Context: an optimization exercise on an open-source flow, tuned for small area. The choices shown serve that exercise and are no tape-out recipe.
Function was checked by simulation only, so behaviour that the tests miss may differ from the original.
No activity file was given, so power comes from the tool's default toggle rates.

`flow/design.v`:
```
module dp_ram_be #(
    parameter int                    DATA_WIDTH = 8,
    parameter int                    ADDR_WIDTH = 8,
    parameter int                    BYTE_WIDTH = 8,
    parameter logic [DATA_WIDTH-1:0] INIT_VALUE = '0
) (
    input  logic                                clk,
    input  logic                                rst,
    output logic                                init_busy,
    input  logic                                wr_en,
    input  logic [ADDR_WIDTH-1:0]               wr_addr,
    input  logic [DATA_WIDTH/BYTE_WIDTH-1:0]    wr_be,
    input  logic [DATA_WIDTH-1:0]               w_data,
    input  logic                                rd_en,
    input  logic [ADDR_WIDTH-1:0]               rd_addr,
    output logic [DATA_WIDTH-1:0]               r_data,
    output logic                                r_valid
);
    localparam int                    NB        = DATA_WIDTH / BYTE_WIDTH;
    localparam int                    DEPTH     = 2 ** ADDR_WIDTH;
    localparam logic [ADDR_WIDTH-1:0] LAST_ADDR = '1;
    typedef enum logic {
        S_INIT,
        S_READY
    } state_t;
    state_t                  state;
    state_t                  state_nxt;
    logic [ADDR_WIDTH-1:0]   clr_cnt;
    logic                    ready;
    logic [DATA_WIDTH-1:0]   mem [DEPTH];
    logic [DATA_WIDTH-1:0]   rd_word;
    logic [DATA_WIDTH-1:0]   rd_data_p1;
    logic                    vld_p1;
    always_ff @(posedge clk or posedge rst) begin
        if (rst) begin
            state <= S_INIT;
        end else begin
            state <= state_nxt;
        end
    end
    always_comb begin
        state_nxt = state;
        case (state)
            S_INIT:  if (clr_cnt == LAST_ADDR) state_nxt = S_READY;
            S_READY: state_nxt = S_READY;
            default: state_nxt = S_INIT;
        endcase
    end
    always_comb begin
        init_busy = (state == S_INIT);
        ready     = (state == S_READY);
    end
    always_ff @(posedge clk or posedge rst) begin
        if (rst) begin
            clr_cnt <= '0;
        end else if (state == S_INIT) begin
            clr_cnt <= clr_cnt + 1'b1;
        end
    end
    always_ff @(posedge clk) begin
        if (state == S_INIT) begin
            mem[clr_cnt] <= INIT_VALUE;
        end else if (wr_en) begin
            for (int i = 0; i < NB; i++) begin
                if (wr_be[i]) begin
                    mem[wr_addr][i*BYTE_WIDTH +: BYTE_WIDTH] <= w_data[i*BYTE_WIDTH +: BYTE_WIDTH];
                end
            end
        end
    end
    always_comb begin
        rd_word = mem[rd_addr];
    end
    always_ff @(posedge clk or posedge rst) begin
        if (rst) begin
            vld_p1     <= 1'b0;
            rd_data_p1 <= '0;
        end else begin
            vld_p1 <= rd_en && ready;
            if (rd_en && ready) begin
                rd_data_p1 <= rd_word;
            end
        end
    end
    assign r_data  = rd_data_p1;
    assign r_valid = vld_p1;
endmodule
module dp_ram_be_top (
    input  logic        clk,
    input  logic        rst,
    output logic        init_busy,
    input  logic        wr_en,
    input  logic [5:0]  wr_addr,
    input  logic [3:0]  wr_be,
    input  logic [31:0] w_data,
    input  logic        rd_en,
    input  logic [5:0]  rd_addr,
    output logic [31:0] r_data,
    output logic        r_valid
);
    dp_ram_be #(
        .DATA_WIDTH(32),
        .ADDR_WIDTH(6),
        .BYTE_WIDTH(8),
        .INIT_VALUE(32'hA5C3_5A3C)
    ) u_ram (
        .clk      (clk),
        .rst      (rst),
        .init_busy(init_busy),
        .wr_en    (wr_en),
        .wr_addr  (wr_addr),
        .wr_be    (wr_be),
        .w_data   (w_data),
        .rd_en    (rd_en),
        .rd_addr  (rd_addr),
        .r_data   (r_data),
        .r_valid  (r_valid)
    );
endmodule
```
`flow/constraint.sdc`:
```
create_clock -name core_clock -period 4.0 [get_ports {clk}]
set_input_delay 0.8000 -clock core_clock [delete_from_list [all_inputs] [get_ports {clk}]]
set_output_delay 0.8000 -clock core_clock [all_outputs]
set_load 0.01 [all_outputs]
```
`flow/run.sh`:
```
#!/bin/bash
# synth_recipe.tcl (not shown) runs the flow's synth.tcl, then flattens the netlist and writes it again
# the make line also repeats each setting of config.mk as NAME=value (left out here)
make -C /OpenROAD-flow-scripts/flow DESIGN_CONFIG=/design/flow/config.mk WORK_HOME=/design/flow/orfs CLKGATE_MAP_FILE= SYNTH_SCRIPT=/design/flow/synth_recipe.tcl finish
```
`flow/config.mk`:
```
export PLATFORM = sky130hd
export DESIGN_NAME = dp_ram_be_top
export DESIGN_NICKNAME = dp_ram_be_top
export VERILOG_FILES = /design/flow/design.v
export SDC_FILE = /design/flow/constraint.sdc
export NUM_CORES = 4
export LEC_CHECK = 0
export CAP_MARGIN = 20
export CORE_MARGIN = 2
export CORE_UTILIZATION = 40
export SLEW_MARGIN = 20
```
==> results.txt <==
- Largest fanout on the critical path: 28
- Period utilization: about 87%
- Maximum VDD drop: between 0.3 and 0.4 mV
- Clock sink count: about 2100
- Total grt overflow: 0
- Initial Util: between 40% and 50%
- Critical Path RT: about 4.5 ns
- Die ar.: 205000 um2
- Longest Clk Path Bufs: 3
- Initial antenna violation count: 8
- Post_cts resized: 0
- # hold bufs at CTS: 0
- Via Count: roughly 40000
- Count of mapped cells out of synthesis: 3962
- Layout area overhead: 17.2%
- Seq/Total Area, Yosys: between 70% and 80%
- Cell Area, Synth: 80700 um2
- Critical path class: reg -> reg
- RSZ-0062 raised after global routing: false
- Pwr per Cell Area: 469 nW/um2
- Fin util: a little under half
- Nets: between 4000 and 5000
- #FFs+latches synth: between 2000 and 2500
- Final slew viol count: 0
- Clock-pin slew on the worst setup and hold paths: approximately 0.070 ns
- Clock root buffer: clkbuf_16
- Hold Crit Class: in -> async
- Layout cells sized above 1: roughly 26%
- Maximum capacitance violations: 0
- Port buffer count: 85
- Leak Pwr: 26.2 nW
- Crit. End Element: register
- Netlist cell types: 41
- Crit path arrival time: 4.00 ns
- Drt total wl: 203 mm
- Worst-Skew Late Latency: ~0.83 ns
- Die height: roughly 450 um
- GP Congestion: just over 0.8
- Final setup viols: 0
- Status: no timing/DRC/antenna violations
- Hold slack final: about 0.34 ns
- Setup Skew: 0.0251 ns
- Site row count: 164
- Core ar.: between 200000 and 250000 um2
- Post-CTS setup buffer count: 0
- Final Hold Fails: 0
- Residual DRC: 0
- Asr flop ratio synth: 1.92%
- First-pass DRT Iterations: 6
- Post-layout min period: 3.47 ns
- Max Fclk: ~290 MHz
- CP Launch Type: register
- IO Count: 86
- GRT Util Overall: around a fifth
- Most frequent cells in the layout: 2048 x edfxtp_1, 416 x buf_4, 384 x mux4_2
- Chip Width: approximately 450 um
- Syn. warnings: 1
- Vias per Instance: 5.54
- Initial DRC Count: 4481
- Final HPWL DP: between 100 and 150 mm
- CTS tree: done
- Largest net degree at the start of global routing: slightly above 90
- Post-Synthesis Net Count: 4015
- Post-synth EDFFs: 2048
- Most common cell after layout, fill and taps aside: edfxtp_1
- Post-route ant nets: 0
- Total CTS buffers: between 200 and 250
- H-tree levels: 4
- Vias in the first global route: between 40000 and 50000
- Drt wl/cell: 27.8 um
- First-pass GRT wire length: a little under 300 mm
- Relative slew margins: between 20% and 30%
- Syn_area_per_cell: ~20 um2
- Worst Tran Pin Value: between 1 and 1.5 ns
- Top_reg_cell synth: edfxtp_1
==> flip-flops by register name, indices dropped and copies added (netlist names) <==
name,count
u_ram.mem,2048
u_ram.rd_data_p1,32
u_ram.clr_cnt,6
u_ram.state,1
u_ram.vld_p1,1
==> through the flow <==
step                area, um2  instances  setup slack [ns]  total power, mW  setup TNS, ns
floorplan               80700       3962             0.973             24.8              0
global placement        87700       6915            0.0117             25.2              0
detailed placement      87700       6915           -0.0621             25.2          -3.73
CTS                     94600       7298             0.490             44.6              0
global route            94600       7301             0.395             45.5              0
finish                  94600       7302             0.534             44.3              0
==> cell type report <==
cell class              instances  area [um2]
clock buffers                 249        5400
repair buffers                538        4730
fillers                     16500      105000
clock inverters               134        1470
multi-input cells            1629       17100
diodes                          4        10.0
well taps                    2656        3320
inverters                       4        15.0
flip-flops and latches       2088       62500
==> worst max-delay path, cell delays in order (launching register included) <==
cell,delay (ns)
dfrtp_1,0.62
nand2_1,0.19
nor2_4,0.73
mux2i_1,0.33
buf_4,0.20
nand2_1,0.51
nor2_1,0.34
buf_4,0.19
==> logic make-up (layout without fill, tap and decap cells) <==
family,after synthesis,count (layout),share of synthesized area (%)
AO/OA/AOI/OAI,355,355,3.21
XOR/XNOR,5,5,0.0542
adder cells (fa/ha/maj),1,1,0.0155
buffers and inverters,245,925,1.51
flip-flops,2088,2088,77.4
multiplexers,686,686,14.5
other,0,4,0
AND/OR/NAND/NOR,582,582,3.32
==> layer usage <==
layer / global-route usage (%) / wire, um / up-vias / part of all wire (%)
li1: - / - / 17400 / -
met1: 26.6 / 84400 / 21400 / 42
met2: 32.8 / 102000 / 1345 / 50
met3: 2.74 / 10900 / 280 / 5.4
met4: 5.79 / 5100 / 4 / 2.5
met5: 0 / 27 / - / 0.013
==> Yosys cell counts, types with 16 or more instances <==
library cell | count | area [um2]
or3_1 | 49 | 307
edfxtp_1 | 2048 | 61500
clkbuf_1 | 96 | 360
mux2i_1 | 297 | 2970
dfrtp_1 | 40 | 1000
buf_2 | 88 | 440
nand3_1 | 67 | 335
buf_1 | 23 | 86.3
nand2_1 | 94 | 353
a221o_1 | 32 | 320
buf_6 | 16 | 180
nor2b_1 | 34 | 213
a211oi_1 | 62 | 465
nor2_1 | 264 | 991
a22oi_1 | 160 | 1200
buf_4 | 18 | 135
a21oi_1 | 32 | 160
mux4_2 | 384 | 8650
nand4_1 | 34 | 213
o22ai_1 | 64 | 400
and2_1 | 17 | 106
==> report_power, final <==
part | total [mW] | switching, mW | internal, mW
clock network | 19.6 | 8.14 | 11.5
logic | 1.08 | 0.669 | 0.407
registers | 23.6 | 0 | 23.6
==> worst paths after layout <==
path / start / to / slack (ns) / cells past startpoint
min in group core_clock: u_ram.clr_cnt[4]$_DFFE_PP0N_ / u_ram.clr_cnt[4]$_DFFE_PP0N_ / 0.55 / 1
max in group asynchronous: rst / u_ram.rd_data_p1[17]$_DFFE_PP0P_ / 2.76 / 3
worst max-delay path: u_ram.state$_DFF_PP0_ / u_ram.mem[54][23]$_DFFE_PP_ / 0.53 / 7
worst max register to register: u_ram.state$_DFF_PP0_ / u_ram.mem[54][23]$_DFFE_PP_ / 0.53 / 7
worst min-delay path: rst / u_ram.rd_data_p1[1]$_DFFE_PP0P_ / 0.34 / 2
worst min register to register: u_ram.clr_cnt[4]$_DFFE_PP0N_ / u_ram.clr_cnt[4]$_DFFE_PP0N_ / 0.55 / 1

==> separate check: timing with driven ports <==
In the flow no input, the clock included, has a driving cell. The finished layout below was timed again as built, in two steps. Step 1, drivers: a clkbuf_16 drives clk and a buf_2 each remaining input, both assumed. Step 2 times the ports against the registers' clock, not the clock port: input delays grow and output delays shrink by t, the midpoint of the rising clock arrivals with the driver on. Slacks: ideal ports / drivers / drivers and shift; pairs: ideal ports / drivers.
t, ns: 0.911
setup WS [ns]: 0.534 / 0.534 / -0.059
clock arrival spread, ns: 0.033 / 0.033
With both steps, setup timing fails in this run, where it was met with ideal ports. For this run, drivers alone change the setup slack by 0.000 ns; drivers and shift together by -0.593 ns.
